Source: an optimization exercise on an open RTL-to-GDS flow (aim: small area). Production flows keep margins and buffers that such runs may drop. Function was checked by simulation only, so behaviour that the tests miss may differ from the original.

==> v36: inputs <==
Design qspi_cmd_router, start of the top module:
module qspi_cmd_router (
  input  logic        clk,
  input  logic        reset,
  input  logic        spi_clk,
  input  logic        spi_cs,
  input  logic        spi_di,
  output logic        spi_do,
  output logic        spi_do_enable,
  output logic [1:0]  ram_cs,
  input  logic [1:0]  ram_di,
  output logic [7:0]  cmd_out,
  output logic [31:0] addr_out,
  output logic [11:0] len_out,
  output logic        cmd_strobe,
  output logic [7:0]  sr,
  input  logic [7:0]  sr_in,
  input  logic        sr_in_strobe,
  output logic [7:0]  wbuf_data,
  output logic        wbuf_valid,
  input  logic        wbuf_ready,
  output logic        wbuf_overflow,
  output logic        addr4
);
==> flow/config.mk <==
export PLATFORM = sky130hd
export DESIGN_NAME = qspi_cmd_router
export DESIGN_NICKNAME = qspi_cmd_router
export VERILOG_FILES = /design/flow/design.v
export SDC_FILE = /design/flow/constraint.sdc
export NUM_CORES = 4
export LEC_CHECK = 0
export CAP_MARGIN = 10
export CORE_MARGIN = 2
export CORE_UTILIZATION = 40
export SLEW_MARGIN = 10
==> flow/constraint.sdc <==
create_clock -name core_clock -period 8.0 [get_ports {clk}]
set_input_delay 1.6000 -clock core_clock [delete_from_list [all_inputs] [get_ports {clk}]]
set_output_delay 1.6000 -clock core_clock [all_outputs]
set_load 0.01 [all_outputs]
standard.sh (not shown) runs the stock make flow with config.mk's settings and CLKGATE_MAP_FILE= SYNTH_SCRIPT=/design/flow/synth_recipe.tcl, a recipe that flattens the netlist after the stock synthesis.
==> flow/flow/run.sh <==
#!/bin/bash
# Own layout flow:
#  1. the standard synthesis (standard.sh synth), unchanged;
#  2. the combinational logic between the registers is re-mapped for area with
#     yosys/abc (remap.ys, remap.abc: abc's &deepsyn). Round 1 tries eight
#     random seeds on the standard netlist, rounds 2 and 3 four seeds each on
#     the smallest netlist so far; four runs at a time. The registers are kept
#     as synthesis made them (same instances, names and cell types): a result
#     whose registers differ from the standard netlist's is discarded, and if
#     no result is left the standard netlist is used as it is;
#  3. the standard layout (standard.sh finish) of that netlist, with the
#     port buffers made from sky130_fd_sc_hd__buf_1 cells and a clock tree of
#     sky130_fd_sc_hd__clkbuf_4 cells over clusters of at most 10 registers,
#     without dummy loads.
# Each tool's full output goes to a log file in this folder.
set -uo pipefail
here=$(pwd)
res=$here/orfs/results/$FLOW_PLATFORM/qspi_cmd_router/base
lib=$FLOW_HOME/platforms/$FLOW_PLATFORM/lib/sky130_fd_sc_hd__tt_025C_1v80.lib
mkdir -p $here/remap

bash standard.sh synth > $here/log_1_synth.txt 2>&1 || { echo "standard synthesis failed"; exit 1; }
cp $res/1_2_yosys.v $here/standard_netlist.v

regs() { grep -oE '^\s*sky130_fd_sc_hd__(df|edf|sdf|dl)[a-z0-9_]+\s+[^ (]+' "$1" | awk '{print $1, $2}' | sort; }
regs $here/standard_netlist.v > $here/standard_regs.txt

# remap_one ROUND SEED INPUT
remap_one() {
  local r=$1 s=$2 in=$3 d=$here/remap/r$1_s$2
  mkdir -p $d
  sed -e "s#{S}#$s#" $here/flow/remap.abc > $d/remap.abc
  sed -e "s#{LIB}#$lib#g" -e "s#{IN}#$in#" -e "s#{TOP}#$FLOW_TOP#g" \
      -e "s#{ABC}#$d/remap.abc#" -e "s#{DONTUSE}#$(cat $here/flow/dont_use.txt)#" \
      -e "s#{STAT}#$d/stat.txt#" -e "s#{OUT}#$d/netlist.v#" \
      $here/flow/remap.ys > $d/remap.ys
  yosys -s $d/remap.ys > $here/log_2_remap_r$1_s$2.txt 2>&1
}

best=""; best_area=""
pick() {  # pick ROUND SEEDS...
  local r=$1; shift
  for s in "$@"; do
    local d=$here/remap/r${r}_s$s
    [[ -s $d/netlist.v && -s $here/standard_regs.txt ]] || { echo "round $r seed $s: no result"; continue; }
    regs $d/netlist.v | cmp -s - $here/standard_regs.txt || { echo "round $r seed $s: registers differ"; continue; }
    local a=$(grep "top module" $d/stat.txt | awk '{print $NF}')
    [[ -n "$a" ]] || continue
    echo "round $r seed $s: area $a"
    if [[ -z "$best_area" ]] || awk "BEGIN{exit !($a < $best_area)}"; then best=$d/netlist.v; best_area=$a; fi
  done
}

for s in 1 2 3 4; do remap_one 1 $s $here/standard_netlist.v & done; wait
for s in 5 6 7 8; do remap_one 1 $s $here/standard_netlist.v & done; wait
pick 1 1 2 3 4 5 6 7 8 >> $here/log_2_remap_choice.txt
for r in 2 3; do
  [[ -n "$best" ]] || break
  in=$best
  for s in 1 2 3 4; do remap_one $r $s $in & done; wait
  pick $r 1 2 3 4 >> $here/log_2_remap_choice.txt
done
if [[ -n "$best" ]]; then
  echo "using $best ($best_area)" >> $here/log_2_remap_choice.txt
  cp $best $res/1_2_yosys.v
  rm -f $res/1_synth.odb $res/1_synth.sdc
else
  echo "remap failed, keeping the standard netlist" >> $here/log_2_remap_choice.txt
fi

cts="-sink_clustering_enable -repair_clock_nets -sink_clustering_size 10 -sink_clustering_max_diameter 40 -buf_list sky130_fd_sc_hd__clkbuf_4 -dont_use_dummy_load"
bash standard.sh BUFFER_PORTS_ARGS="-buffer_cell sky130_fd_sc_hd__buf_1" CTS_ARGS="$cts" finish > $here/log_3_layout.txt 2>&1 \
  || { echo "layout failed"; tail -30 $here/log_3_layout.txt; exit 1; }
==> flow/flow/remap.abc <==
strash
&get -n
&fraig -x
&deepsyn -J 100 -S {S}
&dch -f
&nf -R 1000
&put
Other scripts of this flow, unchanged in this note and not shown: flow/flow/dont_use.txt, flow/flow/remap.ys
==> v33: changes against v36 <==
--- a/flow/design.v
+++ b/flow/design.v
@@ -49,15 +49,14 @@
   logic [11:0] r_len_out;
   logic        r_cmd_strobe;
   logic        r_push;
   logic [7:0]  r_push_data;
   logic        r_ovf_clr;
   logic [7:0]  r_ring [32];
-  logic [4:0]  r_rp;
-  logic [5:0]  r_count;
-  logic [4:0]  w_wp;
+  logic [5:0]  r_wp;
+  logic [5:0]  r_rp;
   logic        r_pend;
   logic        r_overflow;
   logic        w_sclk_rise;
   logic        w_sclk_fall;
   logic        w_cs_rise;
   logic        w_cs_fall;
@@ -256,35 +255,29 @@
             r_spi_do <= (r_bit_cnt == 3'd0) ? w_tx_byte[7] : r_shift[6];
         end
       end
       if (sr_in_strobe) r_sr <= sr_in;
     end
   end
-  assign w_wp     = r_rp + r_count[4:0];
-  assign w_valid  = (r_count != '0);
-  assign w_full   = r_count[5];
+  assign w_valid  = (r_wp != r_rp);
+  assign w_full   = (r_wp[5] != r_rp[5]) && (r_wp[4:0] == r_rp[4:0]);
   assign w_pop    = wbuf_ready && w_valid;
   assign w_accept = r_push && (!w_full || w_pop);
-  assign w_wr_now  = w_accept && (w_wp[3:0] == 4'hF);
-  assign w_wr_pend = r_pend && (w_wp[3:0] == 4'h0);
-  assign w_wr0     = (w_wr_now && w_wp[4]) || (w_wr_pend && !w_wp[4]);
-  assign w_wr16    = (w_wr_now && !w_wp[4]) || (w_wr_pend && w_wp[4]);
-  always_ff @(posedge clk) begin
-    r_rp <= r_rp + (w_pop ? 5'd2 : 5'd1);
-  end
+  assign w_wr_now  = w_accept && (r_wp[3:0] == 4'hF);
+  assign w_wr_pend = r_pend && (r_wp[3:0] == 4'h0);
+  assign w_wr0     = (w_wr_now && r_wp[4]) || (w_wr_pend && !r_wp[4]);
+  assign w_wr16    = (w_wr_now && !r_wp[4]) || (w_wr_pend && r_wp[4]);
   always_ff @(posedge clk) begin
     if (reset) begin
-      r_count    <= '0;
+      r_wp       <= '0;
+      r_rp       <= '0;
       r_pend     <= 1'b0;
       r_overflow <= 1'b0;
     end else begin
-      case ({w_accept, w_pop})
-        2'b10:   r_count <= r_count + 6'd1;
-        2'b01:   r_count <= r_count - 6'd1;
-        default: r_count <= r_count;
-      endcase
+      r_wp <= r_wp + (w_accept ? 6'd2 : 6'd1);
+      r_rp <= r_rp + (w_pop ? 6'd2 : 6'd1);
       if (w_accept && !w_wr_now) r_pend <= 1'b1;
       else if (w_wr_pend)        r_pend <= 1'b0;
       if (r_ovf_clr)                r_overflow <= 1'b0;
       else if (r_push && !w_accept) r_overflow <= 1'b1;
     end
   end
@@ -308,10 +301,10 @@
   assign cmd_out       = r_cmd_out;
   assign addr_out      = r_addr_out;
   assign len_out       = r_len_out;
   assign cmd_strobe    = r_cmd_strobe;
   assign sr            = r_sr;
   assign addr4         = r_addr4;
-  assign wbuf_data     = (r_pend && (r_count == 6'd1)) ? r_push_data : w_ring_q;
+  assign wbuf_data     = (r_pend && (r_wp[4:0] == r_rp[4:0] + 5'd1)) ? r_push_data : w_ring_q;
   assign wbuf_valid    = w_valid;
   assign wbuf_overflow = r_overflow;
 endmodule
==> flow/flow/run.sh (replaced) <==
#!/bin/bash
# Own layout flow:
#  1. the standard synthesis (standard.sh synth), unchanged;
#  2. the combinational logic between the registers is re-mapped for area with
#     yosys/abc (remap.ys, remap.abc); the registers are kept as synthesis made
#     them (same instances, names and cell types). If that step fails or changes
#     the registers, the standard netlist is used as it is;
#  3. the standard layout (standard.sh finish) of that netlist, with the
#     port buffers made from sky130_fd_sc_hd__buf_1 cells.
# Each tool's full output goes to a log file in this folder.
set -uo pipefail
here=$(pwd)
res=$here/orfs/results/$FLOW_PLATFORM/qspi_cmd_router/base
lib=$FLOW_HOME/platforms/$FLOW_PLATFORM/lib/sky130_fd_sc_hd__tt_025C_1v80.lib

bash standard.sh synth > $here/log_1_synth.txt 2>&1 || { echo "standard synthesis failed"; exit 1; }

cp $res/1_2_yosys.v $here/standard_netlist.v
sed -e "s#{LIB}#$lib#g" -e "s#{IN}#$here/standard_netlist.v#" -e "s#{TOP}#$FLOW_TOP#g" \
    -e "s#{ABC}#$here/flow/remap.abc#" -e "s#{DONTUSE}#$(cat $here/flow/dont_use.txt)#" \
    -e "s#{STAT}#$here/remap_stat.txt#" -e "s#{OUT}#$here/remapped_netlist.v#" \
    $here/flow/remap.ys > $here/remap_run.ys
yosys -s $here/remap_run.ys > $here/log_2_remap.txt 2>&1
ok=$?
regs() { grep -oE '^\s*sky130_fd_sc_hd__(df|edf|sdf|dl)[a-z0-9_]+\s+[^ (]+' "$1" | awk '{print $1, $2}' | sort; }
if [[ $ok -eq 0 && -s $here/remapped_netlist.v ]] && \
   [[ "$(regs $here/standard_netlist.v)" == "$(regs $here/remapped_netlist.v)" ]] && \
   [[ $(regs $here/standard_netlist.v | wc -l) -gt 0 ]]; then
  echo "remap: registers unchanged, using the re-mapped netlist" | tee -a $here/log_2_remap.txt
  cp $here/remapped_netlist.v $res/1_2_yosys.v
  rm -f $res/1_synth.odb $res/1_synth.sdc
else
  echo "remap: failed or registers differ, keeping the standard netlist" | tee -a $here/log_2_remap.txt
fi

bash standard.sh BUFFER_PORTS_ARGS="-buffer_cell sky130_fd_sc_hd__buf_1" finish > $here/log_3_layout.txt 2>&1 \
  || { echo "layout failed"; tail -30 $here/log_3_layout.txt; exit 1; }
==> flow/flow/remap.abc (replaced) <==
strash
&get -n
&fraig -x
&deepsyn -T 60
&dch -f
&nf -R 1000
&put
CAP_MARGIN = 20   (was 10)
CTS_BUF_LIST = sky130_fd_sc_hd__clkbuf_16   (was not set)
CTS_CLUSTER_DIAMETER = 60   (was not set)
CTS_CLUSTER_SIZE = 26   (was not set)
SLEW_MARGIN = 20   (was 10)
==> v32: changes against v36 <==
==> flow/flow/remap.abc (replaced) <==
strash
&get -n
&fraig -x
&deepsyn -J 100 -S {S}
&dch -f
&nf -R 1000 -F 8 -A 4 -C 32 -p
&put
==> reports/results.ini <==
[cells_and_area]
clock_area_share_pct=6.19
fillers=2790

[status]
outcome=no timing/DRC/antenna violations

[setup_path]
worstPathCellList=and2_2, buf_4, nor2_1, a2111oi_0, o221ai_2, o21ai_0, o21a_1, buf_1
r2r_cells=11
arrival_ns=3.60

[detailed_routing]
vias=8541

[timing]
tightest_slew_ns=1.01
fmaxAchievable_mhz=192

[end of results for v33]
==> reports/results.ini <==
[cells_and_area]
fillers=2871

[setup_path]
arrival_ns=3.34

[status]
outcome=no timing/DRC/antenna violations

[timing]
fmaxAchievable_mhz=202

[detailed_routing]
vias=8334

[end of results for v32]
==> reports/results.ini <==
[status]
outcome=no timing/DRC/antenna violations

[setup_path]
worstPathCellList=nor2b_1, nand2_1, buf_4, o22ai_1, nor4_1, o221ai_1, a222oi_1, a22o_1, buf_1
arrival_ns=3.14

[timing]
tightest_slew_ns=1.13
slew_viol_final=0

[cells_and_area]
fillers=2870
clock_area_share_pct=2.87

[synth]
syn_inst=995

[floorplanning]
placementRows=64

[end of results for v36]

==> port drivers added, routing unchanged <==
The results above use ideal ports. As a check the final layouts listed here were re-extracted and re-timed, cells and wires unchanged. Step 1: set_driving_cell puts a clkbuf_16 on clk and a buf_2 on each other input, an assumption about the parent block. Step 2 adds t to the input delays and takes it off the output delays; t is the mean of the earliest and latest rising clock arrival at the registers after step 1. Input paths then give back, and output paths get back, about the clock's delay inside the block. Slacks: no drivers / after step 1 / after step 2; pairs: no drivers / after step 1.
| run | t (ns) | slack for setup (ns) | worst register clock-pin slew, ns |
|---|---|---|---|
| v36 | 0.711 | 3.259 / 3.211 / 3.921 | 0.11 / 0.11 |
| v33 | 0.595 | 2.800 / 2.750 / 3.345 | 0.09 / 0.09 |
| v32 | 0.712 | 3.058 / 3.012 / 3.724 | 0.11 / 0.11 |
After both steps every run listed still meets setup and hold.
